This design comes from an exercise in tuning for small area, a short achievable clock period and few clock cycles on the open sky130 flow, not from production work.
The RTL was checked by simulation tests, not by an equivalence proof against the original design.
Power is estimated from default activity; no workload was simulated.

exp/xenon:
Design lcd_img_ctrl, start of the top module:
module lcd_img_ctrl #(
   parameter int unsigned IMG_W = 8,
   parameter int unsigned DW    = 8,
   parameter int unsigned AW    = 6
) (
   input  logic          clk,
   input  logic          reset,
   input  logic [3:0]    cmd,
   input  logic          cmd_valid,
   output logic          IROM_rd,
   output logic [AW-1:0] IROM_A,
   input  logic [DW-1:0] IROM_Q,
   output logic          IRAM_valid,
   output logic [DW-1:0] IRAM_D,
   output logic [AW-1:0] IRAM_A,
   output logic          busy,
   output logic          done
);
Size: ~4700 cells after synthesis, roughly 770 flip-flops, roughly 39 I/O pins, roughly 44000 sq um of cells after synthesis.
==> flow/config.mk <==
export PLATFORM = sky130hd
export DESIGN_NAME = lcd_img_ctrl
export DESIGN_NICKNAME = lcd_img_ctrl
export VERILOG_FILES = /design/flow/design.v
export SDC_FILE = /design/flow/constraint.sdc
export NUM_CORES = 4
export LEC_CHECK = 0
export CAP_MARGIN = 25
export CELL_PAD_IN_SITES_DETAIL_PLACEMENT = 1
export CELL_PAD_IN_SITES_GLOBAL_PLACEMENT = 2
export CORE_MARGIN = 2
export CORE_UTILIZATION = 35
export CTS_BUF_LIST = sky130_fd_sc_hd__clkbuf_8
export CTS_CLUSTER_DIAMETER = 50
export CTS_CLUSTER_SIZE = 14
export PLACE_DENSITY = 0.42
export SLEW_MARGIN = 25
export TNS_END_PERCENT = 60
==> flow/constraint.sdc <==
create_clock -name core_clock -period 12.0 [get_ports {clk}]
set_input_delay 2.4000 -clock core_clock [delete_from_list [all_inputs] [get_ports {clk}]]
set_output_delay 2.4000 -clock core_clock [all_outputs]
set_load 0.01 [all_outputs]
standard.sh (not shown) runs the stock make flow with config.mk's settings and CLKGATE_MAP_FILE= SYNTH_SCRIPT=/design/flow/synth_recipe.tcl, a recipe that flattens the netlist after the stock synthesis.
==> flow/flow/run.sh <==
#!/bin/bash
# Own flow: the standard layout (standard synthesis, floorplan, placement, CTS, routing)
# at the design's clock period and constraints, with repair_timing asked to leave extra
# setup margin so that it also speeds up paths that already meet the 12 ns clock. Buffer
# removal is skipped in repair_timing so that no net is left close to its slew limit.
# The make output goes to flow_make.log here; each ORFS step keeps its own log under orfs/logs.
set -euo pipefail
bash standard.sh SETUP_SLACK_MARGIN=8 SKIP_BUFFER_REMOVAL=1 finish > flow_make.log 2>&1
exp/xenon: no failed stages, no open violations at the end
Testbench counts of exp/xenon, summed over its fixed seeds: cycles 4,436.
Inputs modified between exp/xenon and exp/zinc:
- CORE_UTILIZATION now 40, was 35
- PLACE_DENSITY now 0.48, was 0.42
exp/zinc ran to completion and came out clean on the timing, DRC and antenna checks. Delta (exp/zinc minus exp/xenon): count of inserted antenna diode cells has decreased; die footprint moved down; met1 layer usage reported by global route moved up; sequential share of layout area shows an increase of 0.60 points. STATUS placeable core region: exp/zinc wins against exp/xenon.

---

v50:
Another version of the RTL of lcd_img_ctrl (not shown whole).
For scale: ~4600 cells after synthesis, ~770 flip-flops, ~39 I/O pins, ~44000 µm² of cells after synthesis.
// lcd_img_ctrl
module lcd_img_ctrl #(
   parameter int unsigned IMG_W = 8,
   parameter int unsigned DW    = 8,
   parameter int unsigned AW    = 6
) (
   input  logic          clk,
   input  logic          reset,
   input  logic [3:0]    cmd,
   input  logic          cmd_valid,
   output logic          IROM_rd,
   output logic [AW-1:0] IROM_A,
   input  logic [DW-1:0] IROM_Q,
   output logic          IRAM_valid,
   output logic [DW-1:0] IRAM_D,
   output logic [AW-1:0] IRAM_A,
   output logic          busy,
   output logic          done
);
   localparam int NPIX = 64;
   function automatic logic [6:0] pe64(input logic [63:0] v);
      logic [7:0]  any8;
      logic [23:0] lo;
      logic [2:0]  g;
      logic        f;
      for (int i = 0; i < 8; i++) begin
         any8[i] = |v[i*8 +: 8];
         lo[i*3 +: 3] = 3'd0;
         for (int j = 7; j >= 0; j--) if (v[i*8 + j]) lo[i*3 +: 3] = 3'(j);
      end
      g = 3'd0;
      for (int i = 7; i >= 0; i--) if (any8[i]) g = 3'(i);
      f = |any8;
  ...
export LEC_CHECK = 0
export CAP_MARGIN = 25
export CELL_PAD_IN_SITES_DETAIL_PLACEMENT = 1
export CELL_PAD_IN_SITES_GLOBAL_PLACEMENT = 2
export CORE_MARGIN = 2
export CORE_UTILIZATION = 35
export CTS_BUF_LIST = sky130_fd_sc_hd__clkbuf_8
export CTS_CLUSTER_DIAMETER = 50
export CTS_CLUSTER_SIZE = 14
export PLACE_DENSITY = 0.42
export SLEW_MARGIN = 25
create_clock -name core_clock -period 12.0 [get_ports {clk}]
Scripts as last shown in full above: flow/flow/run.sh
Testbench counts of v50, summed over its fixed seeds: cycles 4,436.
The inputs of v29 differ from those of v50 as listed below.
==> flow/run.sh (new file) <==
#!/bin/bash
# synth_recipe.tcl (not shown) runs the flow's synth.tcl, then flattens the netlist and writes it again
# the make line also repeats each setting of config.mk as NAME=value (left out here)
make -C /OpenROAD-flow-scripts/flow DESIGN_CONFIG=/design/flow/config.mk WORK_HOME=/design/flow/orfs CLKGATE_MAP_FILE= SYNTH_SCRIPT=/design/flow/synth_recipe.tcl finish
-- flow/config.mk --
<<< v50, line 8
export CAP_MARGIN = 25
>>> v29, line 8
export CAP_MARGIN = 20
<<< v50, line 13
export CTS_BUF_LIST = sky130_fd_sc_hd__clkbuf_8
export CTS_CLUSTER_DIAMETER = 50
export CTS_CLUSTER_SIZE = 14
export PLACE_DENSITY = 0.42
export SLEW_MARGIN = 25
>>> v29, line 13
export CTS_BUF_LIST = sky130_fd_sc_hd__clkbuf_4 sky130_fd_sc_hd__clkbuf_8
export PLACE_DENSITY = 0.45
export SLEW_MARGIN = 20
removed: flow/flow/run.sh
removed: flow/standard.sh
For v29, the most common library cell in the layout ignoring fill and taps was nor2_1, unlike v50, where it was edfxtp_1.
Summary of v29 over v50: area fraction of clock buffers and clock inverters climbed 1.4 points, sum of internal, switching and leakage power grew by 4.8%, post-layout minimum cycle time +0.86 ns.
Sort v50 and v29 by delay of the slowest cell on the worst path, ascending, and v29 comes first.
Compared with v50, in v29 slew at the pin with the worst max-slew slack increased 0.046 ns, total number of multi-input combinational cells has remained practically unchanged, share of the final layout cell area in sequential cells rose by 1.3 points, wire length saw little to no change.
The following lists how v49 was set up differently from v29:
==> flow/flow/run.sh (new file) <==
#!/bin/bash
# Own flow: the standard layout (standard synthesis, floorplan, placement, CTS, routing)
# at the design's clock period and constraints, with repair_timing asked to leave extra
# setup margin so that it also speeds up paths that already meet the 12 ns clock.
# The make output goes to flow_make.log here; each ORFS step keeps its own log under orfs/logs.
set -euo pipefail
bash standard.sh SETUP_SLACK_MARGIN=8 finish > flow_make.log 2>&1
==> flow/standard.sh (new file) <==
#!/bin/bash
# synth_recipe.tcl (not shown) runs the flow's synth.tcl, then flattens the netlist and writes it again
# the make line also repeats each setting of config.mk as NAME=value (left out here)
make -C /OpenROAD-flow-scripts/flow DESIGN_CONFIG=/design/flow/config.mk WORK_HOME=/design/flow/orfs CLKGATE_MAP_FILE= SYNTH_SCRIPT=/design/flow/synth_recipe.tcl "${@:-finish}"
-- flow/config.mk --
<<< v29, line 12
export CORE_UTILIZATION = 35
>>> v49, line 12
export CORE_UTILIZATION = 33
<<< v29, line 14
export PLACE_DENSITY = 0.45
>>> v49, line 14
export PLACE_DENSITY = 0.38
removed: flow/run.sh
Results
Of v49 and v29, the run reporting the lower setup slack of the critical path after layout was v29. Summary of v49 over v29: synthesized cell count shows no meaningful change; cell count went up 206; total wire length after detailed routing higher; flip-flop and latch count after synthesis was more or less identical; utilization now sits at about the same level. v49 vs v29: count of nets after finishing up slightly. Fmax: v49 above v29. Starting utilization of the core area in v49 is 2.1 points below v29.

---

== run A ==
RTL: one of the versions met above, not the one the previous note started from.
Size in the first run: ~4,700 cells after synthesis, about 770 flip-flops, about 39 I/O pins, roughly 0.044 sq mm of cells after synthesis.
export LEC_CHECK = 0
export CAP_MARGIN = 25
export CELL_PAD_IN_SITES_DETAIL_PLACEMENT = 1
export CELL_PAD_IN_SITES_GLOBAL_PLACEMENT = 2
export CORE_MARGIN = 2
export CORE_UTILIZATION = 35
export CTS_BUF_LIST = sky130_fd_sc_hd__clkbuf_8
export CTS_CLUSTER_DIAMETER = 60
export CTS_CLUSTER_SIZE = 18
export PLACE_DENSITY = 0.42
export SLEW_MARGIN = 25
create_clock -name core_clock -period 12.0 [get_ports {clk}]
==> flow/flow/run.sh <==
#!/bin/bash
# Own flow: the standard layout (standard synthesis, floorplan, placement, CTS, routing)
# at the design's clock period and constraints, with repair_timing asked to leave extra
# setup margin so that it also speeds up paths that already meet the 12 ns clock. Buffer
# removal is skipped in repair_timing so that no net is left close to its slew limit.
# The make output goes to flow_make.log here; each ORFS step keeps its own log under orfs/logs.
set -euo pipefail
bash standard.sh SETUP_SLACK_MARGIN=8 SKIP_BUFFER_REMOVAL=1 finish > flow_make.log 2>&1
Run A | status: complete | timing, DRC, antenna: pass
Testbench counts of run A, summed over its fixed seeds: cycles 4,436.
What run B does differently from run A at the input level:
- changing CORE_UTILIZATION from 35 to 40
- changing CTS_CLUSTER_DIAMETER from 60 to 50
- changing CTS_CLUSTER_SIZE from 18 to 14
- changing PLACE_DENSITY from 0.42 to 0.48
==> summary.txt <==
- Compared with run A, run B shows a higher clock power.
- Minimum hold slack ended up 0.042 ns lower on run B than on run A.
- Run A tops out at a lower clock frequency than run B.
- Run B: done, clean on timing, DRC and antenna
- Design area in run B is about 0.64% below run A.
- When the final numbers for run B and run A were put side by side, the logic depth of the worst setup path including buffers turned out to be greater in run A.
- Compared to run A, run B has share of total power in the clock network 0.9 points higher.
- Setup slack was lower in the run labelled run A.
- Run A has lower total inserted antenna cells than run B.
- Run B vs. run A: worst IR drop on VDD decreased by 17% relative to the old numbers; via density per instance now sits higher.
Input-level comparison between run C and run B:
- a change of CORE_UTILIZATION from 40 to 33
- a change of PLACE_DENSITY from 0.48 to 0.38
[summary]
The lower power of run B and run C is in run B.
Diff run B and run C: multi-input gate share of the layout cell area higher in run B
Comparing run B and run C, critical path depth is higher on run B.
Going from run B to run C, clock network fraction of design power climbed 1.6 points, area occupied by multi-input gates now sits at about the same level, width of the die went up by 34 um, transition time of the tightest slew-check pin moved down.
Worst-path cell with the longest stage delay = or4_1: run C; worst-path cell with the longest stage delay = dfxtp_1: run B
Routed wire length (run C vs. run B) increases by a few percent

---

## run 2
Another version of the RTL of lcd_img_ctrl (not shown whole).
For scale: about 4800 cells after synthesis, about 770 flip-flops, about 45000 µm² of cells after synthesis.
export LEC_CHECK = 0
export CAP_MARGIN = 20
export CELL_PAD_IN_SITES_DETAIL_PLACEMENT = 1
export CELL_PAD_IN_SITES_GLOBAL_PLACEMENT = 2
export CORE_MARGIN = 2
export CORE_UTILIZATION = 60
export PLACE_DENSITY = 0.7
export SLEW_MARGIN = 20
create_clock -name core_clock -period 12.0 [get_ports {clk}]
run.sh (not shown) runs the stock make flow with config.mk's settings and CLKGATE_MAP_FILE= SYNTH_SCRIPT=/design/flow/synth_recipe.tcl, a recipe that flattens the netlist after the stock synthesis.
Stock flow here: none of the scripts above is used.
FAIL run 2 @ global placement without I/O (3_1_place_gp_skip_io): tool exited with error
Testbench counts of run 2, summed over its fixed seeds: cycles 4,547.
Changes in run 5 relative to run 2:
==> flow/flow/run.sh (new file) <==
#!/bin/bash
# Own flow: the standard layout (standard synthesis, floorplan, placement, CTS, routing)
# at the design's clock period and constraints, with repair_timing asked to leave extra
# setup margin so that it also speeds up paths that already meet the 12 ns clock.
# The make output goes to flow_make.log here; each ORFS step keeps its own log under orfs/logs.
set -euo pipefail
bash standard.sh SETUP_SLACK_MARGIN=7.5 finish > flow_make.log 2>&1
==> flow/standard.sh (new file) <==
#!/bin/bash
# synth_recipe.tcl (not shown) runs the flow's synth.tcl, then flattens the netlist and writes it again
# the make line also repeats each setting of config.mk as NAME=value (left out here)
make -C /OpenROAD-flow-scripts/flow DESIGN_CONFIG=/design/flow/config.mk WORK_HOME=/design/flow/orfs CLKGATE_MAP_FILE= SYNTH_SCRIPT=/design/flow/synth_recipe.tcl "${@:-finish}"
removed: flow/run.sh
### Flow results
- Diff run 5..run 2 | async set-or-reset flop fraction in the synthesized netlist | unchanged
- Diff run 2..run 5 | complex-gate fraction of the synthesized area | negligible
- Run 5 never completed, since it errored out during global placement without I/O (3_1_place_gp_skip_io).
- Simple-gate area share of the yosys netlist came out exactly the same in run 2 and run 5.
- Taking run 2 as the reference, in run 5 starting density of the core level, height of the die essentially unchanged.
- Run 5 and run 2 ended up with roughly the same synthesized cell count.
- Register area share after synthesis delta (run 5 -> run 2): insignificant
- Synthesized area came out exactly the same in run 2 and run 5.

==> what the ideal ports hide <==
No port has a modelled driver above. Below, the same layouts with a new extraction and two added sets of constraints. Step 1 assumes that a clkbuf_16 drives the clock port and a buf_2 every other input. Step 2 moves the port delays by t, midway between the first and last clock arrival at a register: inputs arrive t later, outputs are due t later. That takes back most of the time a late clock gives input paths. a / b / c = no drivers / after step 1 / after step 2; a / b = the first two.
run | shift t [ns] | setup WS [ns] | worst slew at a driven data input, ns
exp/xenon | 0.989 | 7.844 / 7.844 / 7.392 | 0.03
exp/zinc | 0.930 | 7.789 / 7.741 / 7.272 | 0.04
v50 | 0.976 | 7.781 / 7.781 / 7.319 | 0.03
v29 | 1.018 | 6.922 / 6.921 / 6.922 | 0.03
v49 | 1.020 | 7.868 / 7.830 / 7.275 | 0.04
run A | 0.952 | 7.780 / 7.780 / 7.394 | 0.03
run B | 0.914 | 7.826 / 7.826 / 7.392 | 0.04
run C | 0.974 | 7.801 / 7.801 / 7.300 | 0.06
After both steps every run listed still meets setup and hold. For v49, which loses most, drivers alone change the setup slack by -0.038 ns; drivers and shift together by -0.593 ns.
